This is an optimization exercise on Yosys and OpenROAD, whose aim is small area, not a production implementation.
In this exercise RTL edits were held to simulation tests only and were not proved equivalent to the original.
Power and IR drop assume default switching activity.

### config.mk
export PLATFORM = sky130hd
export DESIGN_NAME = bm_noise_out
export DESIGN_NICKNAME = bm_noise_out
export VERILOG_FILES = /design/flow/design.v
export SDC_FILE = /design/flow/constraint.sdc
export NUM_CORES = 4
export LEC_CHECK = 0
export CAP_MARGIN = 20
export CORE_MARGIN = 2
export CORE_UTILIZATION = 40
export CTS_BUF_LIST = sky130_fd_sc_hd__clkbuf_8
export CTS_CLUSTER_DIAMETER = 60
export CTS_CLUSTER_SIZE = 18
export SLEW_MARGIN = 20
export SYNTH_HIERARCHICAL = 1
export SYNTH_MINIMUM_KEEP_SIZE = 0
### constraint.sdc
create_clock -name core_clock -period 8.0 [get_ports {clk}]
set_input_delay 1.6000 -clock core_clock [delete_from_list [all_inputs] [get_ports {clk}]]
set_output_delay 1.6000 -clock core_clock [all_outputs]
set_load 0.01 [all_outputs]
### design.v
module bm_noise_out #(
   parameter int DEPTH = 8,
   parameter int AW    = 3
) (
   input  logic          clk,
   input  logic          rst_n,
   input  logic          in_valid,
   output logic          in_ready,
   input  logic [16:0]   f,
   input  logic [15:0]   g0,
   input  logic [15:0]   g1,
   output logic          out_valid,
   input  logic          out_ready,
   output logic [15:0]   out_data,
   output logic          out_idx,
   output logic [AW:0]   fifo_level
);
   logic               init_reg;
   logic               s0_valid_reg;
   logic               s1_valid_reg;
   logic               s2_valid_reg;
   logic [AW-1:0]      wr_ptr_reg;
   logic [DEPTH-1:0]   rd_sel_reg;
   logic [AW:0]        level_reg;
   logic               half_reg;
   logic [16:0]        mem_f  [0:DEPTH-1];
   logic [15:0]        mem_g0 [0:DEPTH-1];
   logic [15:0]        mem_g1 [0:DEPTH-1];
   logic               accept;
   logic               push;
   logic               pop;
   logic [AW+1:0]      occupancy;
   logic [DEPTH-1:0]   mul_sel;
   logic               mul_hi;
   logic [16:0]        mul_f;
   logic [15:0]        mul_g;
   logic [15:0]        mul_x;
   logic [15:0]        out_reg;
   assign occupancy = (AW+2)'(level_reg) + (AW+2)'(s0_valid_reg)
                    + (AW+2)'(s1_valid_reg) + (AW+2)'(s2_valid_reg);
   assign in_ready   = init_reg && (occupancy <= (AW+2)'(DEPTH - 1));
   assign accept     = in_valid && in_ready;
   assign push       = s2_valid_reg;
   assign out_valid  = (level_reg != '0);
   assign pop        = out_valid && out_ready && half_reg;
   assign out_idx    = half_reg;
   assign fifo_level = level_reg;
   assign mul_sel  = half_reg ? {rd_sel_reg[DEPTH-2:0], rd_sel_reg[DEPTH-1]}
                              : rd_sel_reg;
   assign mul_hi   = out_valid && !half_reg;
   always_comb begin
      mul_f = '0;
      mul_g = '0;
      for (int k = 0; k < DEPTH; k++) begin
         mul_f = mul_f | ({17{mul_sel[k]}} & mem_f[k]);
         mul_g = mul_g | ({16{mul_sel[k] && !mul_hi}} & mem_g0[k])
                       | ({16{mul_sel[k] &&  mul_hi}} & mem_g1[k]);
      end
   end
   logic p1, p2, p3, p4, p5, p6, p7, p8, p9, p10, p11, p12;
   logic p13, p14, p15, p16, p17, p18, p19, p20, p21, p22, p23, p24;
   logic p25, p26, p27, p28, p29, p30, p31, p32, p33, p34, p35, p36;
   logic p37, p38, p39, p40, p41, p42, p43, p44, p45, p46, p47, p48;
   logic p49, p50, p51, p52, p53, p54, p55, p56, p57, p58, p59, p60;
   logic p61, p62, p63, p64, p65, p66, p67, p68, p69, p70, p71, p72;
   logic p73, p74, p75, p76, p77, p78, p79, p80, p81, p82, p83, p84;
   logic p85, p86, p87, p88, p89, p90, p91, p92, p93, p94, p95, p96;
   logic p97, p98, p99, p100, p101, p102, p103, p104, p105, p106, p107, p108;
   logic p109, p110, p111, p112, p113, p114, p115, p116, p117, p118, p119, p120;
   logic p121, p122, p123, p124, p125, p126, p127, p128, p129, p130, p131, p132;
   logic p133, p134, p135, p136, p137, p138, p139, p140, p141, p142, p143, p144;
   logic p145, p146, p147, p148, p149, p150, p151, p152, p153, p154, p155, p156;
   logic p157, p158, p159, p160, p161, p162, p163, p164, p165, p166, p167, p168;
   logic p169, p170, p171, p172, p173, p174, p175, p176, p177, p178, p179, p180;
   logic p181, p182, p183, p184, p185, p186, p187, p188, p189, p190, p191, p192;
   logic p193, p194, p195, p196, p197, p198, p199, p200, p201, p202, p203, p204;
   logic p205, p206, p207, p208, p209, p210, p211, p212, p213, p214, p215, p216;
   logic p217, p218, p219, p220, p221, p222, p223, p224, p225, p226, p227, p228;
   logic p229, p230, p231, p232, p233, p234, p235, p236, p237, p238, p239, p240;
   logic p241, p242, p243, p244, p245, p246, p247, p248, p249, p250, p251, p252;
   logic p253, p254, p255, p256, p257, p258, p259, p260, p261, p262, p263, p264;
   logic p265, p266, p267, p268, p269, p270, p271, p272, s273, c274, s275, c276;
   logic s277, c278, s279, c280, s281, c282, s283, c284, s285, c286, s287, c288;
   logic s289, c290, s291, c292, s293, c294, s295, c296, s297, c298, s299, c300;
   logic s301, c302, s303, c304, s305, c306, s307, c308, s309, c310, s311, c312;
   logic s313, c314, s315, c316, s317, c318, s319, c320, s321, c322, s323, c324;
   logic s325, c326, s327, c328, s329, c330, s331, c332, s333, c334, s335, c336;
   logic s337, c338, s339, c340, s341, c342, s343, c344, s345, c346, s347, c348;
   logic s349, c350, s351, c352, s353, c354, s355, c356, s357, c358, s359, c360;
   logic s361, c362, s363, c364, s365, c366, s367, c368, s369, c370, s371, c372;
   logic s373, c374, s375, c376, s377, c378, s379, c380, s381, c382, s383, c384;
   logic s385, c386, s387, c388, s389, c390, s391, c392, s393, c394, s395, c396;
   logic s397, c398, s399, c400, s401, c402, s403, c404, s405, c406, s407, c408;
   logic s409, c410, s411, c412, s413, c414, s415, c416, s417, c418, s419, c420;
   logic s421, c422, s423, c424, s425, c426, s427, c428, s429, c430, s431, c432;
   logic s433, c434, s435, c436, s437, c438, s439, c440, s441, c442, s443, c444;
   logic s445, c446, s447, c448, s449, c450, s451, c452, s453, c454, s455, c456;
   logic s457, c458, s459, c460, s461, c462, s463, c464, s465, c466, s467, c468;
   logic s469, c470, s471, c472, s473, c474, s475, c476, s477, c478, s479, c480;
   logic s481, c482, s483, c484, s485, c486, s487, c488, s489, c490, s491, c492;
   logic s493, c494, s495, c496, s497, c498, s499, c500, s501, c502, s503, c504;
   logic s505, c506, s507, c508, s509, c510, s511, c512, s513, c514, s515, c516;
   logic s517, c518, s519, c520, s521, c522, s523, c524, s525, c526, s527, c528;
   logic s529, c530, s531, c532, s533, c534, s535, c536, s537, c538, s539, c540;
   logic s541, c542, s543, c544, s545, c546, s547, c548, s549, c550, s551, c552;
   logic s553, c554, s555, c556, s557, c558, s559, c560, s561, c562, s563, c564;
   logic s565, c566, s567, c568, s569, c570, s571, c572, s573, c574, s575, c576;
   logic s577, c578, s579, c580, s581, c582, s583, c584, s585, c586, s587, c588;
   logic s589, c590, s591, c592, s593, c594, s595, c596, s597, c598, s599, c600;
   logic s601, c602, s603, c604, s605, c606, s607, c608, s609, c610, s611, c612;
   logic s613, c614, s615, c616, s617, c618, s619, c620, s621, c622, s623, c624;
   logic s625, c626, s627, c628, s629, c630, s631, c632, s633, c634, s635, c636;
   logic s637, c638, s639, c640, s641, c642, s643, c644, s645, c646, s647, c648;
   logic s649, c650, s651, c652, s653, c654, s655, c656, s657, c658, s659, c660;
   logic s661, c662, s663, c664, s665, c666, s667, c668, s669, c670, s671, c672;
   logic s673, c674, s675, c676, s677, c678, s679, c680, s681, c682, s683, c684;
   logic s685, c686, s687, c688, s689, c690, s691, c692, s693, c694, s695, c696;
   logic s697, c698, s699, c700, s701, c702, s703, c704, s705, c706, s707, c708;
   logic s709, c710, s711, c712, s713, c714, s715, c716, s717, c718, s719, c720;
   logic s721, c722;
   assign p1 = ~(mul_f[0] & mul_g[0]);
   assign p2 = ~(mul_f[0] & mul_g[1]);
   assign p3 = ~(mul_f[0] & mul_g[2]);
   assign p4 = ~(mul_f[0] & mul_g[3]);
   assign p5 = ~(mul_f[0] & mul_g[4]);
   assign p6 = ~(mul_f[0] & mul_g[5]);
   assign p7 = ~(mul_f[0] & mul_g[6]);
   assign p8 = ~(mul_f[0] & mul_g[7]);
   assign p9 = ~(mul_f[0] & mul_g[8]);
   assign p10 = ~(mul_f[0] & mul_g[9]);
   assign p11 = ~(mul_f[0] & mul_g[10]);
   assign p12 = ~(mul_f[0] & mul_g[11]);
   assign p13 = ~(mul_f[0] & mul_g[12]);
   assign p14 = ~(mul_f[0] & mul_g[13]);
   assign p15 = ~(mul_f[0] & mul_g[14]);
   assign p16 = ~(~(mul_f[0] & mul_g[15]));
   assign p17 = ~(mul_f[1] & mul_g[0]);
   assign p18 = ~(mul_f[1] & mul_g[1]);
   assign p19 = ~(mul_f[1] & mul_g[2]);
   assign p20 = ~(mul_f[1] & mul_g[3]);
   assign p21 = ~(mul_f[1] & mul_g[4]);
   assign p22 = ~(mul_f[1] & mul_g[5]);
   assign p23 = ~(mul_f[1] & mul_g[6]);
   assign p24 = ~(mul_f[1] & mul_g[7]);
   assign p25 = ~(mul_f[1] & mul_g[8]);
   assign p26 = ~(mul_f[1] & mul_g[9]);
   assign p27 = ~(mul_f[1] & mul_g[10]);
   assign p28 = ~(mul_f[1] & mul_g[11]);
   assign p29 = ~(mul_f[1] & mul_g[12]);
   assign p30 = ~(mul_f[1] & mul_g[13]);
   assign p31 = ~(mul_f[1] & mul_g[14]);
   assign p32 = ~(~(mul_f[1] & mul_g[15]));
   assign p33 = ~(mul_f[2] & mul_g[0]);
   assign p34 = ~(mul_f[2] & mul_g[1]);
   assign p35 = ~(mul_f[2] & mul_g[2]);
   assign p36 = ~(mul_f[2] & mul_g[3]);
   assign p37 = ~(mul_f[2] & mul_g[4]);
   assign p38 = ~(mul_f[2] & mul_g[5]);
   assign p39 = ~(mul_f[2] & mul_g[6]);
   assign p40 = ~(mul_f[2] & mul_g[7]);
   assign p41 = ~(mul_f[2] & mul_g[8]);
   assign p42 = ~(mul_f[2] & mul_g[9]);
   assign p43 = ~(mul_f[2] & mul_g[10]);
   assign p44 = ~(mul_f[2] & mul_g[11]);
   assign p45 = ~(mul_f[2] & mul_g[12]);
   assign p46 = ~(mul_f[2] & mul_g[13]);
   assign p47 = ~(mul_f[2] & mul_g[14]);
   assign p48 = ~(~(mul_f[2] & mul_g[15]));
   assign p49 = ~(mul_f[3] & mul_g[0]);
   assign p50 = ~(mul_f[3] & mul_g[1]);
   assign p51 = ~(mul_f[3] & mul_g[2]);
   assign p52 = ~(mul_f[3] & mul_g[3]);
   assign p53 = ~(mul_f[3] & mul_g[4]);
   assign p54 = ~(mul_f[3] & mul_g[5]);
   assign p55 = ~(mul_f[3] & mul_g[6]);
   assign p56 = ~(mul_f[3] & mul_g[7]);
   assign p57 = ~(mul_f[3] & mul_g[8]);
   assign p58 = ~(mul_f[3] & mul_g[9]);
   assign p59 = ~(mul_f[3] & mul_g[10]);
   assign p60 = ~(mul_f[3] & mul_g[11]);
   assign p61 = ~(mul_f[3] & mul_g[12]);
   assign p62 = ~(mul_f[3] & mul_g[13]);
   assign p63 = ~(mul_f[3] & mul_g[14]);
   assign p64 = ~(~(mul_f[3] & mul_g[15]));
   assign p65 = ~(mul_f[4] & mul_g[0]);
   assign p66 = ~(mul_f[4] & mul_g[1]);
   assign p67 = ~(mul_f[4] & mul_g[2]);
   assign p68 = ~(mul_f[4] & mul_g[3]);
   assign p69 = ~(mul_f[4] & mul_g[4]);
   assign p70 = ~(mul_f[4] & mul_g[5]);
   assign p71 = ~(mul_f[4] & mul_g[6]);
   assign p72 = ~(mul_f[4] & mul_g[7]);
   assign p73 = ~(mul_f[4] & mul_g[8]);
   assign p74 = ~(mul_f[4] & mul_g[9]);
   assign p75 = ~(mul_f[4] & mul_g[10]);
   assign p76 = ~(mul_f[4] & mul_g[11]);
   assign p77 = ~(mul_f[4] & mul_g[12]);
   assign p78 = ~(mul_f[4] & mul_g[13]);
   assign p79 = ~(mul_f[4] & mul_g[14]);
   assign p80 = ~(~(mul_f[4] & mul_g[15]));
   assign p81 = ~(mul_f[5] & mul_g[0]);
   assign p82 = ~(mul_f[5] & mul_g[1]);
   assign p83 = ~(mul_f[5] & mul_g[2]);
   assign p84 = ~(mul_f[5] & mul_g[3]);
   assign p85 = ~(mul_f[5] & mul_g[4]);
   assign p86 = ~(mul_f[5] & mul_g[5]);
   assign p87 = ~(mul_f[5] & mul_g[6]);
   assign p88 = ~(mul_f[5] & mul_g[7]);
   assign p89 = ~(mul_f[5] & mul_g[8]);
   assign p90 = ~(mul_f[5] & mul_g[9]);
   assign p91 = ~(mul_f[5] & mul_g[10]);
   assign p92 = ~(mul_f[5] & mul_g[11]);
   assign p93 = ~(mul_f[5] & mul_g[12]);
   assign p94 = ~(mul_f[5] & mul_g[13]);
   assign p95 = ~(mul_f[5] & mul_g[14]);
   assign p96 = ~(~(mul_f[5] & mul_g[15]));
   assign p97 = ~(mul_f[6] & mul_g[0]);
   assign p98 = ~(mul_f[6] & mul_g[1]);
   assign p99 = ~(mul_f[6] & mul_g[2]);
   assign p100 = ~(mul_f[6] & mul_g[3]);
   assign p101 = ~(mul_f[6] & mul_g[4]);
   assign p102 = ~(mul_f[6] & mul_g[5]);
   assign p103 = ~(mul_f[6] & mul_g[6]);
   assign p104 = ~(mul_f[6] & mul_g[7]);
   assign p105 = ~(mul_f[6] & mul_g[8]);
   assign p106 = ~(mul_f[6] & mul_g[9]);
   assign p107 = ~(mul_f[6] & mul_g[10]);
   assign p108 = ~(mul_f[6] & mul_g[11]);
   assign p109 = ~(mul_f[6] & mul_g[12]);
   assign p110 = ~(mul_f[6] & mul_g[13]);
   assign p111 = ~(mul_f[6] & mul_g[14]);
   assign p112 = ~(~(mul_f[6] & mul_g[15]));
   assign p113 = ~(mul_f[7] & mul_g[0]);
   assign p114 = ~(mul_f[7] & mul_g[1]);
   assign p115 = ~(mul_f[7] & mul_g[2]);
   assign p116 = ~(mul_f[7] & mul_g[3]);
   assign p117 = ~(mul_f[7] & mul_g[4]);
   assign p118 = ~(mul_f[7] & mul_g[5]);
   assign p119 = ~(mul_f[7] & mul_g[6]);
   assign p120 = ~(mul_f[7] & mul_g[7]);
   assign p121 = ~(mul_f[7] & mul_g[8]);
   assign p122 = ~(mul_f[7] & mul_g[9]);
   assign p123 = ~(mul_f[7] & mul_g[10]);
   assign p124 = ~(mul_f[7] & mul_g[11]);
   assign p125 = ~(mul_f[7] & mul_g[12]);
   assign p126 = ~(mul_f[7] & mul_g[13]);
   assign p127 = ~(mul_f[7] & mul_g[14]);
   assign p128 = ~(~(mul_f[7] & mul_g[15]));
   assign p129 = ~(mul_f[8] & mul_g[0]);
   assign p130 = ~(mul_f[8] & mul_g[1]);
   assign p131 = ~(mul_f[8] & mul_g[2]);
   assign p132 = ~(mul_f[8] & mul_g[3]);
   assign p133 = ~(mul_f[8] & mul_g[4]);
   assign p134 = ~(mul_f[8] & mul_g[5]);
   assign p135 = ~(mul_f[8] & mul_g[6]);
   assign p136 = ~(mul_f[8] & mul_g[7]);
   assign p137 = ~(mul_f[8] & mul_g[8]);
   assign p138 = ~(mul_f[8] & mul_g[9]);
   assign p139 = ~(mul_f[8] & mul_g[10]);
   assign p140 = ~(mul_f[8] & mul_g[11]);
   assign p141 = ~(mul_f[8] & mul_g[12]);
   assign p142 = ~(mul_f[8] & mul_g[13]);
   assign p143 = ~(mul_f[8] & mul_g[14]);
   assign p144 = ~(~(mul_f[8] & mul_g[15]));
   assign p145 = ~(mul_f[9] & mul_g[0]);
   assign p146 = ~(mul_f[9] & mul_g[1]);
   assign p147 = ~(mul_f[9] & mul_g[2]);
   assign p148 = ~(mul_f[9] & mul_g[3]);
   assign p149 = ~(mul_f[9] & mul_g[4]);
   assign p150 = ~(mul_f[9] & mul_g[5]);
   assign p151 = ~(mul_f[9] & mul_g[6]);
   assign p152 = ~(mul_f[9] & mul_g[7]);
   assign p153 = ~(mul_f[9] & mul_g[8]);
   assign p154 = ~(mul_f[9] & mul_g[9]);
   assign p155 = ~(mul_f[9] & mul_g[10]);
   assign p156 = ~(mul_f[9] & mul_g[11]);
   assign p157 = ~(mul_f[9] & mul_g[12]);
   assign p158 = ~(mul_f[9] & mul_g[13]);
   assign p159 = ~(mul_f[9] & mul_g[14]);
   assign p160 = ~(~(mul_f[9] & mul_g[15]));
   assign p161 = ~(mul_f[10] & mul_g[0]);
   assign p162 = ~(mul_f[10] & mul_g[1]);
   assign p163 = ~(mul_f[10] & mul_g[2]);
   assign p164 = ~(mul_f[10] & mul_g[3]);
   assign p165 = ~(mul_f[10] & mul_g[4]);
   assign p166 = ~(mul_f[10] & mul_g[5]);
   assign p167 = ~(mul_f[10] & mul_g[6]);
   assign p168 = ~(mul_f[10] & mul_g[7]);
   assign p169 = ~(mul_f[10] & mul_g[8]);
   assign p170 = ~(mul_f[10] & mul_g[9]);
   assign p171 = ~(mul_f[10] & mul_g[10]);
   assign p172 = ~(mul_f[10] & mul_g[11]);
   assign p173 = ~(mul_f[10] & mul_g[12]);
   assign p174 = ~(mul_f[10] & mul_g[13]);
   assign p175 = ~(mul_f[10] & mul_g[14]);
   assign p176 = ~(~(mul_f[10] & mul_g[15]));
   assign p177 = ~(mul_f[11] & mul_g[0]);
   assign p178 = ~(mul_f[11] & mul_g[1]);
   assign p179 = ~(mul_f[11] & mul_g[2]);
   assign p180 = ~(mul_f[11] & mul_g[3]);
   assign p181 = ~(mul_f[11] & mul_g[4]);
   assign p182 = ~(mul_f[11] & mul_g[5]);
   assign p183 = ~(mul_f[11] & mul_g[6]);
   assign p184 = ~(mul_f[11] & mul_g[7]);
   assign p185 = ~(mul_f[11] & mul_g[8]);
   assign p186 = ~(mul_f[11] & mul_g[9]);
   assign p187 = ~(mul_f[11] & mul_g[10]);
   assign p188 = ~(mul_f[11] & mul_g[11]);
   assign p189 = ~(mul_f[11] & mul_g[12]);
   assign p190 = ~(mul_f[11] & mul_g[13]);
   assign p191 = ~(mul_f[11] & mul_g[14]);
   assign p192 = ~(~(mul_f[11] & mul_g[15]));
   assign p193 = ~(mul_f[12] & mul_g[0]);
   assign p194 = ~(mul_f[12] & mul_g[1]);
   assign p195 = ~(mul_f[12] & mul_g[2]);
   assign p196 = ~(mul_f[12] & mul_g[3]);
   assign p197 = ~(mul_f[12] & mul_g[4]);
   assign p198 = ~(mul_f[12] & mul_g[5]);
   assign p199 = ~(mul_f[12] & mul_g[6]);
   assign p200 = ~(mul_f[12] & mul_g[7]);
   assign p201 = ~(mul_f[12] & mul_g[8]);
   assign p202 = ~(mul_f[12] & mul_g[9]);
   assign p203 = ~(mul_f[12] & mul_g[10]);
   assign p204 = ~(mul_f[12] & mul_g[11]);
   assign p205 = ~(mul_f[12] & mul_g[12]);
   assign p206 = ~(mul_f[12] & mul_g[13]);
   assign p207 = ~(mul_f[12] & mul_g[14]);
   assign p208 = ~(~(mul_f[12] & mul_g[15]));
   assign p209 = ~(mul_f[13] & mul_g[0]);
   assign p210 = ~(mul_f[13] & mul_g[1]);
   assign p211 = ~(mul_f[13] & mul_g[2]);
   assign p212 = ~(mul_f[13] & mul_g[3]);
   assign p213 = ~(mul_f[13] & mul_g[4]);
   assign p214 = ~(mul_f[13] & mul_g[5]);
   assign p215 = ~(mul_f[13] & mul_g[6]);
   assign p216 = ~(mul_f[13] & mul_g[7]);
   assign p217 = ~(mul_f[13] & mul_g[8]);
   assign p218 = ~(mul_f[13] & mul_g[9]);
   assign p219 = ~(mul_f[13] & mul_g[10]);
   assign p220 = ~(mul_f[13] & mul_g[11]);
   assign p221 = ~(mul_f[13] & mul_g[12]);
   assign p222 = ~(mul_f[13] & mul_g[13]);
   assign p223 = ~(mul_f[13] & mul_g[14]);
   assign p224 = ~(~(mul_f[13] & mul_g[15]));
   assign p225 = ~(mul_f[14] & mul_g[0]);
   assign p226 = ~(mul_f[14] & mul_g[1]);
   assign p227 = ~(mul_f[14] & mul_g[2]);
   assign p228 = ~(mul_f[14] & mul_g[3]);
   assign p229 = ~(mul_f[14] & mul_g[4]);
   assign p230 = ~(mul_f[14] & mul_g[5]);
   assign p231 = ~(mul_f[14] & mul_g[6]);
   assign p232 = ~(mul_f[14] & mul_g[7]);
   assign p233 = ~(mul_f[14] & mul_g[8]);
   assign p234 = ~(mul_f[14] & mul_g[9]);
   assign p235 = ~(mul_f[14] & mul_g[10]);
   assign p236 = ~(mul_f[14] & mul_g[11]);
   assign p237 = ~(mul_f[14] & mul_g[12]);
   assign p238 = ~(mul_f[14] & mul_g[13]);
   assign p239 = ~(mul_f[14] & mul_g[14]);
   assign p240 = ~(~(mul_f[14] & mul_g[15]));
   assign p241 = ~(mul_f[15] & mul_g[0]);
   assign p242 = ~(mul_f[15] & mul_g[1]);
   assign p243 = ~(mul_f[15] & mul_g[2]);
   assign p244 = ~(mul_f[15] & mul_g[3]);
   assign p245 = ~(mul_f[15] & mul_g[4]);
   assign p246 = ~(mul_f[15] & mul_g[5]);
   assign p247 = ~(mul_f[15] & mul_g[6]);
   assign p248 = ~(mul_f[15] & mul_g[7]);
   assign p249 = ~(mul_f[15] & mul_g[8]);
   assign p250 = ~(mul_f[15] & mul_g[9]);
   assign p251 = ~(mul_f[15] & mul_g[10]);
   assign p252 = ~(mul_f[15] & mul_g[11]);
   assign p253 = ~(mul_f[15] & mul_g[12]);
   assign p254 = ~(mul_f[15] & mul_g[13]);
   assign p255 = ~(mul_f[15] & mul_g[14]);
   assign p256 = ~(~(mul_f[15] & mul_g[15]));
   assign p257 = ~(mul_f[16] & mul_g[0]);
   assign p258 = ~(mul_f[16] & mul_g[1]);
   assign p259 = ~(mul_f[16] & mul_g[2]);
   assign p260 = ~(mul_f[16] & mul_g[3]);
   assign p261 = ~(mul_f[16] & mul_g[4]);
   assign p262 = ~(mul_f[16] & mul_g[5]);
   assign p263 = ~(mul_f[16] & mul_g[6]);
   assign p264 = ~(mul_f[16] & mul_g[7]);
   assign p265 = ~(mul_f[16] & mul_g[8]);
   assign p266 = ~(mul_f[16] & mul_g[9]);
   assign p267 = ~(mul_f[16] & mul_g[10]);
   assign p268 = ~(mul_f[16] & mul_g[11]);
   assign p269 = ~(mul_f[16] & mul_g[12]);
   assign p270 = ~(mul_f[16] & mul_g[13]);
   assign p271 = ~(mul_f[16] & mul_g[14]);
   assign p272 = ~(~(mul_f[16] & mul_g[15]));
   bm_hao u_s273 (.x(p14), .y(p29), .s(s273), .c(c274));
   bm_fa u_s275 (.x(p15), .y(p30), .z(p45), .s(s275), .c(c276));
   bm_hao u_s277 (.x(p60), .y(p75), .s(s277), .c(c278));
   bm_ha u_s279 (.x(p16), .y(p31), .s(s279), .c(c280));
   bm_fa u_s281 (.x(p46), .y(p61), .z(p76), .s(s281), .c(c282));
   bm_fa u_s283 (.x(p91), .y(p106), .z(p121), .s(s283), .c(c284));
   bm_ha u_s285 (.x(p32), .y(p47), .s(s285), .c(c286));
   bm_fa u_s287 (.x(p62), .y(p77), .z(p92), .s(s287), .c(c288));
   bm_fa u_s289 (.x(p107), .y(p122), .z(p137), .s(s289), .c(c290));
   bm_hao u_s291 (.x(p152), .y(p167), .s(s291), .c(c292));
   bm_fa u_s293 (.x(p48), .y(p63), .z(p78), .s(s293), .c(c294));
   bm_fa u_s295 (.x(p93), .y(p108), .z(p123), .s(s295), .c(c296));
   bm_fa u_s297 (.x(p138), .y(p153), .z(p168), .s(s297), .c(c298));
   bm_fa u_s299 (.x(p64), .y(p79), .z(p94), .s(s299), .c(c300));
   bm_fa u_s301 (.x(p109), .y(p124), .z(p139), .s(s301), .c(c302));
   bm_fa u_s303 (.x(p80), .y(p95), .z(p110), .s(s303), .c(c304));
   bm_hao u_s305 (.x(p10), .y(p25), .s(s305), .c(c306));
   bm_fa u_s307 (.x(p11), .y(p26), .z(p41), .s(s307), .c(c308));
   bm_hao u_s309 (.x(p56), .y(p71), .s(s309), .c(c310));
   bm_fa u_s311 (.x(p12), .y(p27), .z(p42), .s(s311), .c(c312));
   bm_fa u_s313 (.x(p57), .y(p72), .z(p87), .s(s313), .c(c314));
   bm_hao u_s315 (.x(p102), .y(p117), .s(s315), .c(c316));
   bm_fa u_s317 (.x(p13), .y(p28), .z(p43), .s(s317), .c(c318));
   bm_fa u_s319 (.x(p58), .y(p73), .z(p88), .s(s319), .c(c320));
   bm_fa u_s321 (.x(p103), .y(p118), .z(p133), .s(s321), .c(c322));
   bm_hao u_s323 (.x(p148), .y(p163), .s(s323), .c(c324));
   bm_fa u_s325 (.x(p44), .y(p59), .z(p74), .s(s325), .c(c326));
   bm_fa u_s327 (.x(p89), .y(p104), .z(p119), .s(s327), .c(c328));
   bm_fa u_s329 (.x(p134), .y(p149), .z(p164), .s(s329), .c(c330));
   bm_fa u_s331 (.x(p179), .y(p194), .z(p209), .s(s331), .c(c332));
   bm_fa u_s333 (.x(p90), .y(p105), .z(p120), .s(s333), .c(c334));
   bm_fa u_s335 (.x(p135), .y(p150), .z(p165), .s(s335), .c(c336));
   bm_fa u_s337 (.x(p180), .y(p195), .z(p210), .s(s337), .c(c338));
   bm_fa u_s339 (.x(p225), .y(c274), .z(s275), .s(s339), .c(c340));
   bm_fa u_s341 (.x(p136), .y(p151), .z(p166), .s(s341), .c(c342));
   bm_fa u_s343 (.x(p181), .y(p196), .z(p211), .s(s343), .c(c344));
   bm_fa u_s345 (.x(p226), .y(p241), .z(c276), .s(s345), .c(c346));
   bm_fa u_s347 (.x(c278), .y(s279), .z(s281), .s(s347), .c(c348));
   bm_fa u_s349 (.x(p182), .y(p197), .z(p212), .s(s349), .c(c350));
   bm_fa u_s351 (.x(p227), .y(p242), .z(p257), .s(s351), .c(c352));
   bm_fa u_s353 (.x(c280), .y(c282), .z(c284), .s(s353), .c(c354));
   bm_fa u_s355 (.x(s285), .y(s287), .z(s289), .s(s355), .c(c356));
   bm_fa u_s357 (.x(p183), .y(p198), .z(p213), .s(s357), .c(c358));
   bm_fa u_s359 (.x(p228), .y(p243), .z(p258), .s(s359), .c(c360));
   bm_fa u_s361 (.x(c286), .y(c288), .z(c290), .s(s361), .c(c362));
   bm_fa u_s363 (.x(c292), .y(s293), .z(s295), .s(s363), .c(c364));
   bm_fa u_s365 (.x(p154), .y(p169), .z(p184), .s(s365), .c(c366));
   bm_fa u_s367 (.x(p199), .y(p214), .z(p229), .s(s367), .c(c368));
   bm_fa u_s369 (.x(p244), .y(p259), .z(c294), .s(s369), .c(c370));
   bm_fa u_s371 (.x(c296), .y(c298), .z(s299), .s(s371), .c(c372));
   bm_fa u_s373 (.x(p125), .y(p140), .z(p155), .s(s373), .c(c374));
   bm_fa u_s375 (.x(p170), .y(p185), .z(p200), .s(s375), .c(c376));
   bm_fa u_s377 (.x(p215), .y(p230), .z(p245), .s(s377), .c(c378));
   bm_fa u_s379 (.x(p260), .y(c300), .z(c302), .s(s379), .c(c380));
   bm_fa u_s381 (.x(p96), .y(p111), .z(p126), .s(s381), .c(c382));
   bm_fa u_s383 (.x(p141), .y(p156), .z(p171), .s(s383), .c(c384));
   bm_fa u_s385 (.x(p186), .y(p201), .z(p216), .s(s385), .c(c386));
   bm_fa u_s387 (.x(p231), .y(p246), .z(p261), .s(s387), .c(c388));
   bm_fa u_s389 (.x(p112), .y(p127), .z(p142), .s(s389), .c(c390));
   bm_fa u_s391 (.x(p157), .y(p172), .z(p187), .s(s391), .c(c392));
   bm_fa u_s393 (.x(p202), .y(p217), .z(p232), .s(s393), .c(c394));
   bm_fa u_s395 (.x(p128), .y(p143), .z(p158), .s(s395), .c(c396));
   bm_fa u_s397 (.x(p173), .y(p188), .z(p203), .s(s397), .c(c398));
   bm_fa u_s399 (.x(p144), .y(p159), .z(p174), .s(s399), .c(c400));
   bm_hao u_s401 (.x(p7), .y(p22), .s(s401), .c(c402));
   bm_fa u_s403 (.x(p8), .y(p23), .z(p38), .s(s403), .c(c404));
   bm_hao u_s405 (.x(p53), .y(p68), .s(s405), .c(c406));
   bm_fa u_s407 (.x(p9), .y(p24), .z(p39), .s(s407), .c(c408));
   bm_fa u_s409 (.x(p54), .y(p69), .z(p84), .s(s409), .c(c410));
   bm_hao u_s411 (.x(p99), .y(p114), .s(s411), .c(c412));
   bm_fa u_s413 (.x(p40), .y(p55), .z(p70), .s(s413), .c(c414));
   bm_fa u_s415 (.x(p85), .y(p100), .z(p115), .s(s415), .c(c416));
   bm_fa u_s417 (.x(p130), .y(p145), .z(s305), .s(s417), .c(c418));
   bm_fa u_s419 (.x(p86), .y(p101), .z(p116), .s(s419), .c(c420));
   bm_fa u_s421 (.x(p131), .y(p146), .z(p161), .s(s421), .c(c422));
   bm_fa u_s423 (.x(c306), .y(s307), .z(s309), .s(s423), .c(c424));
   bm_fa u_s425 (.x(p132), .y(p147), .z(p162), .s(s425), .c(c426));
   bm_fa u_s427 (.x(p177), .y(c308), .z(c310), .s(s427), .c(c428));
   bm_fa u_s429 (.x(s311), .y(s313), .z(s315), .s(s429), .c(c430));
   bm_fa u_s431 (.x(p178), .y(p193), .z(c312), .s(s431), .c(c432));
   bm_fa u_s433 (.x(c314), .y(c316), .z(s317), .s(s433), .c(c434));
   bm_fa u_s435 (.x(s319), .y(s321), .z(s323), .s(s435), .c(c436));
   bm_fa u_s437 (.x(c318), .y(c320), .z(c322), .s(s437), .c(c438));
   bm_fa u_s439 (.x(c324), .y(s325), .z(s327), .s(s439), .c(c440));
   bm_fa u_s441 (.x(s329), .y(s331), .z(s273), .s(s441), .c(c442));
   bm_fa u_s443 (.x(c326), .y(c328), .z(c330), .s(s443), .c(c444));
   bm_fa u_s445 (.x(c332), .y(s333), .z(s335), .s(s445), .c(c446));
   bm_fa u_s447 (.x(s337), .y(s277), .z(s339), .s(s447), .c(c448));
   bm_fa u_s449 (.x(c334), .y(c336), .z(c338), .s(s449), .c(c450));
   bm_fa u_s451 (.x(s341), .y(s343), .z(s283), .s(s451), .c(c452));
   bm_fa u_s453 (.x(c340), .y(s345), .z(s347), .s(s453), .c(c454));
   bm_fa u_s455 (.x(c342), .y(c344), .z(s349), .s(s455), .c(c456));
   bm_fa u_s457 (.x(s351), .y(s291), .z(c346), .s(s457), .c(c458));
   bm_fa u_s459 (.x(c348), .y(s353), .z(s355), .s(s459), .c(c460));
   bm_fa u_s461 (.x(c350), .y(c352), .z(s357), .s(s461), .c(c462));
   bm_fa u_s463 (.x(s359), .y(s297), .z(c354), .s(s463), .c(c464));
   bm_fa u_s465 (.x(c356), .y(s361), .z(s363), .s(s465), .c(c466));
   bm_fa u_s467 (.x(c358), .y(c360), .z(s365), .s(s467), .c(c468));
   bm_fa u_s469 (.x(s367), .y(s301), .z(c362), .s(s469), .c(c470));
   bm_fa u_s471 (.x(c364), .y(s369), .z(s371), .s(s471), .c(c472));
   bm_fa u_s473 (.x(c366), .y(c368), .z(s373), .s(s473), .c(c474));
   bm_fa u_s475 (.x(s375), .y(s377), .z(s303), .s(s475), .c(c476));
   bm_fa u_s477 (.x(c370), .y(c372), .z(s379), .s(s477), .c(c478));
   bm_fa u_s479 (.x(c374), .y(c376), .z(c378), .s(s479), .c(c480));
   bm_fa u_s481 (.x(c304), .y(s381), .z(s383), .s(s481), .c(c482));
   bm_fa u_s483 (.x(s385), .y(s387), .z(c380), .s(s483), .c(c484));
   bm_fa u_s485 (.x(p247), .y(p262), .z(c382), .s(s485), .c(c486));
   bm_fa u_s487 (.x(c384), .y(c386), .z(c388), .s(s487), .c(c488));
   bm_fa u_s489 (.x(s389), .y(s391), .z(s393), .s(s489), .c(c490));
   bm_fa u_s491 (.x(p218), .y(p233), .z(p248), .s(s491), .c(c492));
   bm_fa u_s493 (.x(p263), .y(c390), .z(c392), .s(s493), .c(c494));
   bm_fa u_s495 (.x(c394), .y(s395), .z(s397), .s(s495), .c(c496));
   bm_fa u_s497 (.x(p189), .y(p204), .z(p219), .s(s497), .c(c498));
   bm_fa u_s499 (.x(p234), .y(p249), .z(p264), .s(s499), .c(c500));
   bm_fa u_s501 (.x(c396), .y(c398), .z(s399), .s(s501), .c(c502));
   bm_fa u_s503 (.x(p160), .y(p175), .z(p190), .s(s503), .c(c504));
   bm_fa u_s505 (.x(p205), .y(p220), .z(p235), .s(s505), .c(c506));
   bm_fa u_s507 (.x(p250), .y(p265), .z(c400), .s(s507), .c(c508));
   bm_fa u_s509 (.x(p176), .y(p191), .z(p206), .s(s509), .c(c510));
   bm_fa u_s511 (.x(p221), .y(p236), .z(p251), .s(s511), .c(c512));
   bm_fa u_s513 (.x(p192), .y(p207), .z(p222), .s(s513), .c(c514));
   bm_hao u_s515 (.x(p5), .y(p20), .s(s515), .c(c516));
   bm_fa u_s517 (.x(p6), .y(p21), .z(p36), .s(s517), .c(c518));
   bm_hao u_s519 (.x(p51), .y(p66), .s(s519), .c(c520));
   bm_fa u_s521 (.x(p37), .y(p52), .z(p67), .s(s521), .c(c522));
   bm_fa u_s523 (.x(p82), .y(p97), .z(s401), .s(s523), .c(c524));
   bm_fa u_s525 (.x(p83), .y(p98), .z(p113), .s(s525), .c(c526));
   bm_fa u_s527 (.x(c402), .y(s403), .z(s405), .s(s527), .c(c528));
   bm_fa u_s529 (.x(p129), .y(c404), .z(c406), .s(s529), .c(c530));
   bm_fa u_s531 (.x(s407), .y(s409), .z(s411), .s(s531), .c(c532));
   bm_fa u_s533 (.x(c408), .y(c410), .z(c412), .s(s533), .c(c534));
   bm_fa u_s535 (.x(s413), .y(s415), .z(s417), .s(s535), .c(c536));
   bm_fa u_s537 (.x(c414), .y(c416), .z(s419), .s(s537), .c(c538));
   bm_fa u_s539 (.x(s421), .y(c418), .z(s423), .s(s539), .c(c540));
   bm_fa u_s541 (.x(c420), .y(c422), .z(s425), .s(s541), .c(c542));
   bm_fa u_s543 (.x(c424), .y(s427), .z(s429), .s(s543), .c(c544));
   bm_fa u_s545 (.x(c426), .y(c428), .z(c430), .s(s545), .c(c546));
   bm_fa u_s547 (.x(s431), .y(s433), .z(s435), .s(s547), .c(c548));
   bm_fa u_s549 (.x(c432), .y(c434), .z(c436), .s(s549), .c(c550));
   bm_fa u_s551 (.x(s437), .y(s439), .z(s441), .s(s551), .c(c552));
   bm_fa u_s553 (.x(c438), .y(c440), .z(c442), .s(s553), .c(c554));
   bm_fa u_s555 (.x(s443), .y(s445), .z(s447), .s(s555), .c(c556));
   bm_fa u_s557 (.x(c444), .y(c446), .z(s449), .s(s557), .c(c558));
   bm_fa u_s559 (.x(s451), .y(c448), .z(s453), .s(s559), .c(c560));
   bm_fa u_s561 (.x(c450), .y(c452), .z(s455), .s(s561), .c(c562));
   bm_fa u_s563 (.x(s457), .y(c454), .z(s459), .s(s563), .c(c564));
   bm_fa u_s565 (.x(c456), .y(s461), .z(c458), .s(s565), .c(c566));
   bm_fa u_s567 (.x(s463), .y(c460), .z(s465), .s(s567), .c(c568));
   bm_fa u_s569 (.x(c462), .y(s467), .z(c464), .s(s569), .c(c570));
   bm_fa u_s571 (.x(s469), .y(c466), .z(s471), .s(s571), .c(c572));
   bm_fa u_s573 (.x(c468), .y(s473), .z(s475), .s(s573), .c(c574));
   bm_fa u_s575 (.x(c470), .y(c472), .z(s477), .s(s575), .c(c576));
   bm_fa u_s577 (.x(c474), .y(c476), .z(s479), .s(s577), .c(c578));
   bm_fa u_s579 (.x(s481), .y(c478), .z(s483), .s(s579), .c(c580));
   bm_fa u_s581 (.x(c480), .y(c482), .z(s485), .s(s581), .c(c582));
   bm_fa u_s583 (.x(s487), .y(s489), .z(c484), .s(s583), .c(c584));
   bm_fa u_s585 (.x(s491), .y(c486), .z(c488), .s(s585), .c(c586));
   bm_fa u_s587 (.x(c490), .y(s493), .z(s495), .s(s587), .c(c588));
   bm_fa u_s589 (.x(c492), .y(s497), .z(s499), .s(s589), .c(c590));
   bm_fa u_s591 (.x(c494), .y(c496), .z(s501), .s(s591), .c(c592));
   bm_fa u_s593 (.x(c498), .y(c500), .z(s503), .s(s593), .c(c594));
   bm_fa u_s595 (.x(s505), .y(c502), .z(s507), .s(s595), .c(c596));
   bm_fa u_s597 (.x(p266), .y(c504), .z(c506), .s(s597), .c(c598));
   bm_fa u_s599 (.x(s509), .y(s511), .z(c508), .s(s599), .c(c600));
   bm_fa u_s601 (.x(p237), .y(p252), .z(p267), .s(s601), .c(c602));
   bm_fa u_s603 (.x(c510), .y(c512), .z(s513), .s(s603), .c(c604));
   bm_fa u_s605 (.x(p208), .y(p223), .z(p238), .s(s605), .c(c606));
   bm_fa u_s607 (.x(p253), .y(p268), .z(c514), .s(s607), .c(c608));
   bm_fa u_s609 (.x(p224), .y(p239), .z(p254), .s(s609), .c(c610));
   bm_hao u_s611 (.x(p4), .y(p19), .s(s611), .c(c612));
   bm_fa u_s613 (.x(p35), .y(p50), .z(p65), .s(s613), .c(c614));
   bm_fa u_s615 (.x(p81), .y(c516), .z(s517), .s(s615), .c(c616));
   bm_fa u_s617 (.x(c518), .y(c520), .z(s521), .s(s617), .c(c618));
   bm_fa u_s619 (.x(c522), .y(s525), .z(c524), .s(s619), .c(c620));
   bm_fa u_s621 (.x(c526), .y(c528), .z(s529), .s(s621), .c(c622));
   bm_fa u_s623 (.x(c530), .y(c532), .z(s533), .s(s623), .c(c624));
   bm_fa u_s625 (.x(c534), .y(s537), .z(c536), .s(s625), .c(c626));
   bm_fa u_s627 (.x(c538), .y(s541), .z(c540), .s(s627), .c(c628));
   bm_fa u_s629 (.x(c542), .y(c544), .z(s545), .s(s629), .c(c630));
   bm_fa u_s631 (.x(c546), .y(c548), .z(s549), .s(s631), .c(c632));
   bm_fa u_s633 (.x(c550), .y(c552), .z(s553), .s(s633), .c(c634));
   bm_fa u_s635 (.x(c554), .y(s557), .z(c556), .s(s635), .c(c636));
   bm_fa u_s637 (.x(c558), .y(s561), .z(c560), .s(s637), .c(c638));
   bm_fa u_s639 (.x(c562), .y(s565), .z(c564), .s(s639), .c(c640));
   bm_fa u_s641 (.x(c566), .y(s569), .z(c568), .s(s641), .c(c642));
   bm_fa u_s643 (.x(s573), .y(c570), .z(c572), .s(s643), .c(c644));
   bm_fa u_s645 (.x(c574), .y(s577), .z(c576), .s(s645), .c(c646));
   bm_fa u_s647 (.x(c578), .y(s581), .z(s583), .s(s647), .c(c648));
   bm_fa u_s649 (.x(c582), .y(s585), .z(s587), .s(s649), .c(c650));
   bm_fa u_s651 (.x(s589), .y(c586), .z(c588), .s(s651), .c(c652));
   bm_fa u_s653 (.x(c590), .y(s593), .z(c592), .s(s653), .c(c654));
   bm_fa u_s655 (.x(c594), .y(s597), .z(c596), .s(s655), .c(c656));
   bm_fa u_s657 (.x(s601), .y(c598), .z(s603), .s(s657), .c(c658));
   bm_fa u_s659 (.x(c602), .y(s605), .z(c604), .s(s659), .c(c660));
   bm_fa u_s661 (.x(p269), .y(c606), .z(s609), .s(s661), .c(c662));
   bm_fa u_s663 (.x(p240), .y(p255), .z(p270), .s(s663), .c(c664));
   bm_hao u_s665 (.x(p3), .y(p18), .s(s665), .c(c666));
   bm_fa u_s667 (.x(p34), .y(p49), .z(s611), .s(s667), .c(c668));
   bm_fa u_s669 (.x(c612), .y(s613), .z(s515), .s(s669), .c(c670));
   bm_fa u_s671 (.x(c614), .y(s519), .z(s615), .s(s671), .c(c672));
   bm_fa u_s673 (.x(c616), .y(s617), .z(s523), .s(s673), .c(c674));
   bm_fa u_s675 (.x(c618), .y(s527), .z(s619), .s(s675), .c(c676));
   bm_fa u_s677 (.x(s531), .y(c620), .z(s621), .s(s677), .c(c678));
   bm_fa u_s679 (.x(c622), .y(s623), .z(s535), .s(s679), .c(c680));
   bm_fa u_s681 (.x(c624), .y(s539), .z(s625), .s(s681), .c(c682));
   bm_fa u_s683 (.x(s543), .y(c626), .z(s627), .s(s683), .c(c684));
   bm_fa u_s685 (.x(s547), .y(c628), .z(s629), .s(s685), .c(c686));
   bm_fa u_s687 (.x(s551), .y(c630), .z(s631), .s(s687), .c(c688));
   bm_fa u_s689 (.x(c632), .y(s633), .z(s555), .s(s689), .c(c690));
   bm_fa u_s691 (.x(c634), .y(s559), .z(s635), .s(s691), .c(c692));
   bm_fa u_s693 (.x(s563), .y(c636), .z(s637), .s(s693), .c(c694));
   bm_fa u_s695 (.x(s567), .y(c638), .z(s639), .s(s695), .c(c696));
   bm_fa u_s697 (.x(s571), .y(c640), .z(s641), .s(s697), .c(c698));
   bm_fa u_s699 (.x(s575), .y(c642), .z(s643), .s(s699), .c(c700));
   bm_fa u_s701 (.x(s579), .y(c644), .z(s645), .s(s701), .c(c702));
   bm_fa u_s703 (.x(c580), .y(c646), .z(s647), .s(s703), .c(c704));
   bm_fa u_s705 (.x(c584), .y(s649), .z(c648), .s(s705), .c(c706));
   bm_fa u_s707 (.x(s591), .y(c650), .z(s651), .s(s707), .c(c708));
   bm_fa u_s709 (.x(s595), .y(c652), .z(s653), .s(s709), .c(c710));
   bm_fa u_s711 (.x(s599), .y(c654), .z(s655), .s(s711), .c(c712));
   bm_fa u_s713 (.x(c600), .y(s657), .z(c656), .s(s713), .c(c714));
   bm_fa u_s715 (.x(s607), .y(c658), .z(s659), .s(s715), .c(c716));
   bm_fa u_s717 (.x(c608), .y(s661), .z(c660), .s(s717), .c(c718));
   bm_fa u_s719 (.x(c610), .y(s663), .z(c662), .s(s719), .c(c720));
   bm_fa u_s721 (.x(p256), .y(p271), .z(c664), .s(s721), .c(c722));
   logic [32:0] ra, rb, sum;
   assign ra = {1'b0, p272, s721, s719, c716, s715, c712, c710, c708, s707, c704, c702, c700, c698, c696, c694, c692, c690, c688, c686, c684, c682, c680, c678, c676, c674, c672, c670, c668, c666, p33, p2, p1};
   assign rb = {1'b1, c722, c720, c718, s717, c714, s713, s711, s709, c706, s705, s703, s701, s699, s697, s695, s693, s691, s689, s687, s685, s683, s681, s679, s677, s675, s673, s671, s669, s667, s665, p17, 1'b1};
   assign sum = ra + rb + 33'd1;
   assign mul_x = ~sum[32:17];
   assign out_data = out_valid ? out_reg : 16'h0000;
   always_ff @(posedge clk or negedge rst_n) begin
      if (!rst_n) begin
         init_reg     <= 1'b0;
         s0_valid_reg <= 1'b0;
         s1_valid_reg <= 1'b0;
         s2_valid_reg <= 1'b0;
         wr_ptr_reg   <= '0;
         rd_sel_reg   <= DEPTH'(1);
         level_reg    <= '0;
         half_reg     <= 1'b0;
      end else begin
         init_reg     <= 1'b1;
         s0_valid_reg <= accept;
         s1_valid_reg <= s0_valid_reg;
         s2_valid_reg <= s1_valid_reg;
         if (accept) wr_ptr_reg <= wr_ptr_reg + AW'(1);
         if (pop)    rd_sel_reg <= {rd_sel_reg[DEPTH-2:0], rd_sel_reg[DEPTH-1]};
         level_reg <= level_reg + (AW+1)'(push) - (AW+1)'(pop);
         if (out_valid && out_ready) half_reg <= ~half_reg;
      end
   end
   always_ff @(posedge clk) begin
      if (!out_valid || out_ready) out_reg <= mul_x;
   end
   always_ff @(posedge clk) begin
      if (accept) begin
         mem_f[wr_ptr_reg]  <= f;
         mem_g0[wr_ptr_reg] <= g0;
         mem_g1[wr_ptr_reg] <= g1;
      end
   end
endmodule
module bm_fa (
   input  logic x, y, z,
   output logic s, c
);
   assign s = x ^ y ^ z;
   assign c = (x & y) | (x & z) | (y & z);
endmodule
module bm_ha (
   input  logic x, y,
   output logic s, c
);
   assign s = x ^ y;
   assign c = x & y;
endmodule
module bm_hao (
   input  logic x, y,
   output logic s, c
);
   assign s = ~(x ^ y);
   assign c = x | y;
endmodule
### run.sh
#!/bin/bash
# synth_recipe.tcl (not shown) runs the flow's synth.tcl, then flattens the netlist and writes it again
# the make line also repeats each setting of config.mk as NAME=value (left out here)
make -C /OpenROAD-flow-scripts/flow DESIGN_CONFIG=/design/flow/config.mk WORK_HOME=/design/flow/orfs CLKGATE_MAP_FILE= SYNTH_SCRIPT=/design/flow/synth_recipe.tcl finish
==> impl_results.md, run 1 <==
* Crit Reg-Reg Endpoint: out_reg[15]
* Buffers on Ports at 75
* Most flop-heavy register: mem_f
* Most common cell in the netlist: edfxtp_1
* Hold Path Origin: s0_valid_reg
* Die area at 0.0592 sq mm
* WL/cell at 22.8 um
* Highest Clock Rate at 129 MHz
* Clock skew at 0.0468 ns
* Overall routing resource usage at 0.196
* Synthesized flop and latch total at 428
* H-tree levels at 2
* GP Congestion at 0.861
* Clock slew at reported path FFs at 0.10 ns
* Residual DRC at 0
* Tcrit/Tclk final at 0.969
* Post-Syn Nets at 1,948
* Status: timing/DRC/antenna clean
* FF-to-FF Start: half_reg
* FF-to-FF setup slack at 0.25 ns
* Cts hold-fix bufs at 0
* PwrDens at 179 mW/mm^2
* Final number of setup-violating endpoints at 0
* Tightest Pin Transition at 0.889 ns
* Critical Path RT at 8.35 ns
* Std cell rows at 87
* Synthesized cell area at 0.0229 sq mm
* Synth top area share at 0.535
* Number of synthesized flops with an enable pin at 408
* WHS Endpoint: s1_valid_reg
* WHS at 0.417 ns
* Area delta synth->final at 14.0%
* Finished Layout Cells at 2,538
* DRT Pass-1 Iters at 10
* Vias in the first global route at 15.0k
* Startpoint types: flop
* CP max-delay cell: fa_1
* Clk sink count at 428
* DRT antenna net count at 0
* TritonCTS clock tree: yes
* Max clock buf depth at 3
* Final max-slew violation count at 0
* Top post-synthesis cells by area: edfxtp_1, fa_1, nand2_1
* Final min period at 7.75 ns
* Synth area leader: edfxtp_1
* GRT Residual Overflow at 0
* Max stage delay on crit path at 0.60 ns
* Yosys warns at 7
* Most used cell along the critical path: fa_1
* Via Count at 14.1k
* Synth Instances at 1,628
* Max FFs per register at 136
* CTS Buf Count at 35
* Largest net degree at the start of global routing at 50
* Clock tree root buffer cell: clkbuf_8
* LEAKAGE at 8.13 nW
* Data arrival, critical path at 8.10 ns
* Critical path, cell by cell: buf_4 > mux2_2 > a22o_1 > a221oi_1 > nand3_1 > nand2_1 > fa_1 > fa_1 > fa_1 > fa_2 > fa_1 > fa_1 > ha_1 > nand4_1 > nor3_1 > a32o_1 > a311o_1 > a21o_1 > a31oi_4 > o31ai_4 > a22o_1 > or2_1
* Die width at 243 um
* IO Pins at 76
* WS Path Type: flop to flop
* Slew HR at 0.407
* Distinct cells, synth at 56
* Ys flop type: edfxtp_1
* Max Cap Viol at 0
* Reg2Reg Depth at 22
* Regs by FF count: mem_f x136, mem_g0 x128, mem_g1 x128
* Top cells by count, synth: edfxtp_1, nand2_1, fa_1, a22oi_1, clkbuf_1
* Skew-Pair Late Insertion Delay at 0.63 ns
* CP Capture Type: flop
* Initial antenna violation count at 4
* VDD IR max at 178 uV
* Via density at 5.54
* Hold Fails Final Rpt at 0
* Worst-path fanout max at 16
* Core ar. at 0.0565 sq mm
* Hold depth at 0
* Effective utilization at floorplan at 0.405
* Hold crit path type: flop to flop
* Fin area at 0.0261 sq mm
* Mean Syn Cell Area at 14.1 sq um
* FFs w/ async S/R, synth at 0.0467
* Hpwl dp at 39,500 um
* Placed instance count at 2,469
* Layout cell share with drive strength beyond 1 at 0.124
* Drt first-iter violations at 1,462
* Final nets at 2,082
* First-pass GRT wire length at 89,200 um
* Post-synthesis sequential area ratio at 0.557
* Final wirelength at 57,900 um
* Dpl cell area at 0.0251 sq mm
* Chip Height at 243 um
-- layout make-up --
type                    instances  area [sq um]
fillers                      5006         30400
diodes                          2          5.00
clock inverters                20           285
clock buffers                  35           482
inverters                      73           277
multi-input cells            1043          9750
repair buffers                181          1600
well taps                     756           946
flip-flops and latches        428         12800
-- repair_timing --
action | 4_1_cts | 5_1_grt
gates resized for setup | 3 | 34
endpoints found under the setup margin | 5 | 8
pin swaps | 0 | 17
buffers inserted | 1 | 11
-- cells by family (layout without fill, tap and decap cells) --
logic type,Yosys count,count (layout),synth area share
fa+ha+maj,267,267,0.215
xor+xnor,18,18,0.00688
mux,16,16,0.00798
compound gates,273,273,0.0960
flops,428,428,0.557
simple gates,468,468,0.0904
other cells,1,3,0.000164
buf+inv,157,309,0.0263
-- cells in the final DEF (no fill, tap or decap), types with 21 or more instances in the layout --
cell type | Yosys | layout
nand2_1 | 316 | 311
a222oi_1 | 43 | 43
clkbuf_8 | 0 | 35
inv_1 | 72 | 76
edfxtp_1 | 408 | 408
ha_1 | 55 | 54
nand3_1 | 39 | 30
fa_1 | 212 | 210
clkdlybuf4s50_1 | 0 | 74
a21o_1 | 23 | 23
a22oi_1 | 89 | 89
a21oi_1 | 27 | 27
and3_1 | 26 | 23
a221oi_1 | 28 | 21
buf_4 | 0 | 101
-- per-module statistics from Yosys (local to each module, per instance) --
module        copies in the design  cells  flops+latches
bm_ha                            2      1              0
bm_noise_out                     1   1347            428
bm_hao                          14      5              0
bm_fa                          209      1              0
-- worst max-delay path by stage --
| stage | startpoint | to | slack (ns) |
|---|---|---|---|
| finish | half_reg | out_reg[15] | 0.25 |
| global route | level_reg[2] | out_reg[15] | -0.06 |
| CTS | level_reg[2] | out_reg[15] | 0.0008 |
| detailed placement | level_reg[2] | out_reg[15] | -0.17 |
| global placement | level_reg[2] | out_reg[15] | 0.02 |
| floorplan | level_reg[2] | out_reg[15] | 0.004 |
-- per-stage QoR --
step / utilization / setup slack (ns) / setup TNS [ns] / total power [mW]
3_5_place_dp: 0.444 / -0.166 / -0.430 / 3.35
5_1_grt: 0.462 / -0.0580 / -0.0652 / 4.84
4_1_cts: 0.458 / 0.000771 / 0 / 4.70
3_3_place_gp: 0.444 / 0.0201 / 0 / 3.33
6_report: 0.462 / 0.251 / 0 / 4.66
2_1_floorplan: - / 0.00411 / 0 / 3.04
-- metal layers --
layer	part of all wire	up-vias	wire length [um]	GRT usage
met5	0.00038	-	22	0
met4	0.024	4	1400	0.0603
met3	0.068	90	3930	0.0358
met2	0.49	481	28400	0.330
met1	0.42	7270	24100	0.259
li1	-	6228	-	-
-- critical path, delay by kind of cell (launching register included) --
| family | cells | cell delay, ns |
|---|---|---|
| buffers and inverters | 1 | 0.26 |
| and+or+nand+nor | 5 | 1.15 |
| adders and majority gates | 7 | 3.17 |
| muxes | 1 | 0.52 |
| AOI/OAI and AO/OA | 8 | 1.94 |
| DFF | 1 | 0.46 |
-- report_power, final --
group,total [mW],switching (mW),internal [mW]
Clock,1.36,0.763,0.598
Combinational,0.632,0.399,0.233
Sequential,2.67,0.0650,2.60
==> inputs of run 2 (changes only) <==
==> flow/run.sh (new file) <==
#!/bin/bash
# The standard layout (the standard.sh: standard synthesis, then ORFS
# floorplan to finish) with two placement/CTS choices changed:
#  - port buffers use the smallest buffer cell (every port still gets one);
#  - clock tree synthesis adds no dummy loads (same buffers and clustering
#    as config.mk asks for).
set -euo pipefail
export BUFFER_PORTS_ARGS="-buffer_cell sky130_fd_sc_hd__buf_1"
export CTS_ARGS="-sink_clustering_enable -repair_clock_nets -dont_use_dummy_load -buf_list sky130_fd_sc_hd__clkbuf_8 -sink_clustering_size 18 -sink_clustering_max_diameter 60"
bash standard.sh > standard.log 2>&1
==> standard.sh (new file) <==
#!/bin/bash
# synth_recipe.tcl (not shown) runs the flow's synth.tcl, then flattens the netlist and writes it again
# the make line also repeats each setting of config.mk as NAME=value (left out here)
make -C /OpenROAD-flow-scripts/flow DESIGN_CONFIG=/design/flow/config.mk WORK_HOME=/design/flow/orfs CLKGATE_MAP_FILE= SYNTH_SCRIPT=/design/flow/synth_recipe.tcl "${@:-finish}"
removed: run.sh
==> run 2 against run 1 <==
Effect of this change:
- cell area shrank 3.1%
- global-route usage increased by 0.053 points
- area after synthesis is the same
- critical path depth increased by 3
- clock power decreased by 22%
- core utilization decreased by 1.4 points
- clock-buffer cell count is the same
- synthesized cell count unchanged
- register-to-register slack barely moved
- clock skew rose by 0.037 ns
- power down 7.3%
==> impl_results.md, run 2 <==
* Status: timing/DRC/antenna clean
* Final number of setup-violating endpoints at 0
* DRT Pass-1 Iters at 6
* Hold crit path type: flop to flop
* Util after Layout at 0.448
* Effective utilization at floorplan at 0.405
* Slew HR at 0.396
* Vias in the first global route at 15.0k
* Post-Syn Nets at 1,948
* Final min period at 7.75 ns
* Fillcell total at 5,040
* IO Pins at 76
* Clock slew at reported path FFs at 0.06 ns
* Top cells by count, synth: edfxtp_1, nand2_1, fa_1, a22oi_1, clkbuf_1
* Residual DRC at 0
* FF/Latch Area at 0.0128 sq mm
* Max FFs per register at 136
* CTS Buf Count at 35
* Regs by FF count: mem_f x136, mem_g0 x128, mem_g1 x128
* LEAKAGE at 7.79 nW
* H-tree levels at 2
* Most common cell in the netlist: edfxtp_1
* Crit path max-delay family: adder cells
* Final wirelength at 58,200 um
* Commonest non-fill, non-tap cell in the layout: edfxtp_1
* Drt first-iter violations at 1,322
* Final max-slew violation count at 0
* Number of synthesized flops with an enable pin at 408
* Footprint of the multi-input gates at 0.00971 sq mm
* Distinct cells, synth at 56
* Initial antenna violation count at 8
* DRT antenna net count at 0
* Mean Syn Cell Area at 14.1 sq um
* FFs w/ async S/R, synth at 0.0467
* Hold Fails Final Rpt at 0
* Synthesized cell area at 0.0229 sq mm
* First-pass GRT wire length at 89,400 um
* WS Path Type: flop to flop
* Highest Clock Rate at 129 MHz
* Most used cell along the critical path: fa_1
* Synthesized flop and latch total at 428
* FF-to-FF setup slack at 0.25 ns
* Worst-path fanout max at 26
* CP max-delay cell: a2111o_1
* Data arrival, critical path at 8.04 ns
* Layout cell share with drive strength beyond 1 at 0.117
* Final nets at 2,085
* PwrDens at 171 mW/mm^2
* Std cell rows at 87
* Skew-Pair Late Insertion Delay at 0.63 ns
* Tightest Pin Transition at 0.906 ns
* GP Congestion at 0.906
* Clock tree root buffer cell: clkbuf_8
* Crit path buf inv count at 4
* Largest net degree at the start of global routing at 50
* Post-synthesis sequential area ratio at 0.557
* Buffers on Ports at 75
* Clock skew at 0.0833 ns
* Ys flop type: edfxtp_1
* Synth top area share at 0.535
* Clk sink count at 428
* Top post-synthesis cells by area: edfxtp_1, fa_1, nand2_1
* Critical Path RT at 8.29 ns
* Yosys warns at 7
* Max Cap Viol at 0
* Synth Instances at 1,628
* WL/cell at 23.1 um
* Hpwl dp at 39,500 um
* Core ar. at 0.0565 sq mm
* CP Capture Type: flop
* Chip Height at 243 um
* Via Count at 14.3k
* TritonCTS clock tree: yes
* GRT Residual Overflow at 0
* Commonest cells after routing, fill and taps aside: edfxtp_1, nand2_1, fa_1
* Pwr Total at 4.32 mW
* Via density at 5.65
* Max clock buf depth at 3
* Synth area leader: edfxtp_1
* Startpoint types: flop
* Area delta synth->final at 10.5%
* Most flop-heavy register: mem_f
* Worst slack, placed at -0.160 ns
* VDD IR max at 174 uV
* Setup WS post-layout at 0.248 ns
* Die width at 243 um
* Die area at 0.0592 sq mm
* Overall routing resource usage at 0.197
* Tcrit/Tclk final at 0.969
* Max stage delay on crit path at 0.62 ns
[run 2: cell counts after synthesis]
Identical to the previous run, type by type.
[run 2: metrics by stage]
| stage | hold slack (ns) | std cells | cell area (sq um) | setup TNS (ns) |
|---|---|---|---|---|
| after floorplan | 0.372 | 1628 | 22900 | 0 |
| after global placement | 0.375 | 2473 | 24600 | -0.0319 |
| after detailed placement | 0.405 | 2473 | 24600 | -0.393 |
| after CTS | 0.424 | 2509 | 25100 | 0 |
| after global routing | 0.435 | 2521 | 25300 | -0.0419 |
| final | 0.419 | 2522 | 25300 | 0 |
[run 2: where the power goes]
part | switching, mW | leakage [nW] | internal (mW)
logic | 0.405 | 3.58 | 0.187
registers | 0.0651 | 3.95 | 2.61
clock network | 0.666 | 0.252 | 0.393
[run 2: what timing repair did]
action / CTS / global route
pin swaps: 0 / 9
endpoints found under the setup margin: 5 / 9
gates cloned: 0 / 0
buffers inserted: 1 / 10
resized for setup: 3 / 32
hold buffers: 0 / 0
[run 2: Yosys stat by module (local to each module, per instance)]
| module | copies in the design | cell area [sq um] | cells inside | flip-flops and latches |
|---|---|---|---|---|
| bm_ha | 2 | 12.5 | 1 | 0 |
| bm_noise_out | 1 | 18300 | 1347 | 428 |
| bm_fa | 209 | 20.0 | 1 | 0 |
| bm_hao | 14 | 27.5 | 5 | 0 |
[run 2: cells by family after synthesis]
logic type	synth area share
AND/OR/NAND/NOR	0.0904
flip-flops	0.557
AO/OA/AOI/OAI	0.0960
adder cells (fa/ha/maj)	0.215
buffers and inverters	0.0263
XOR/XNOR	0.00688
multiplexers	0.00798
other	0.000164
[run 2: path summary, 6_finish.rpt]
kind,depth (start not counted),startpoint,endpoint
max,25,level_reg[2],out_reg[15]
min,0,s1_valid_reg,s2_valid_reg
max reg2reg,25,level_reg[2],out_reg[15]
min reg2reg,0,s1_valid_reg,s2_valid_reg
max in group asynchronous,2,rst_n,rd_sel_reg[2]
min in group asynchronous,2,rst_n,rd_sel_reg[7]
[run 2: cell type report]
| class | instances | share of cell area |
|---|---|---|
| clock buffers | 35 | 0.0190 |
| well taps | 756 | 0.0374 |
| multi-input cells | 1043 | 0.384 |
| repair buffers | 184 | 0.0446 |
| diodes | 3 | 0.000297 |
| inverters | 73 | 0.0109 |
| flip-flops and latches | 428 | 0.504 |
[run 2: routing by layer]
metal  vias up  track usage  part of all wire
met5         -            0            0.0012
met4        10       0.0613             0.026
met3       101       0.0355             0.071
met2       558        0.328              0.48
met1      7383        0.263              0.42
li1       6208            -                 -

re-timing with driven ports:
In the flow no input, the clock included, has a driving cell. The finished layouts below were timed again as built, in two steps.
Step 1 assumes that a clkbuf_16 drives the clock port and a buf_2 every other input.
Step 2 times the ports against the registers' clock, not the clock port: input delays grow and output delays shrink by t, the midpoint of the rising clock arrivals with the driver on.
a / b / c = no drivers / after step 1 / after step 2; a / b = the first two.
run	t, ns	setup slack, ns	worst setup path after step 2	clock arrival spread, ns
run 1	0.660	0.251 / 0.251 / 0.251	register to register	0.054 / 0.054
run 2	0.629	0.248 / 0.248 / 0.248	register to register	0.096 / 0.096
After both steps every run listed still meets setup and hold.
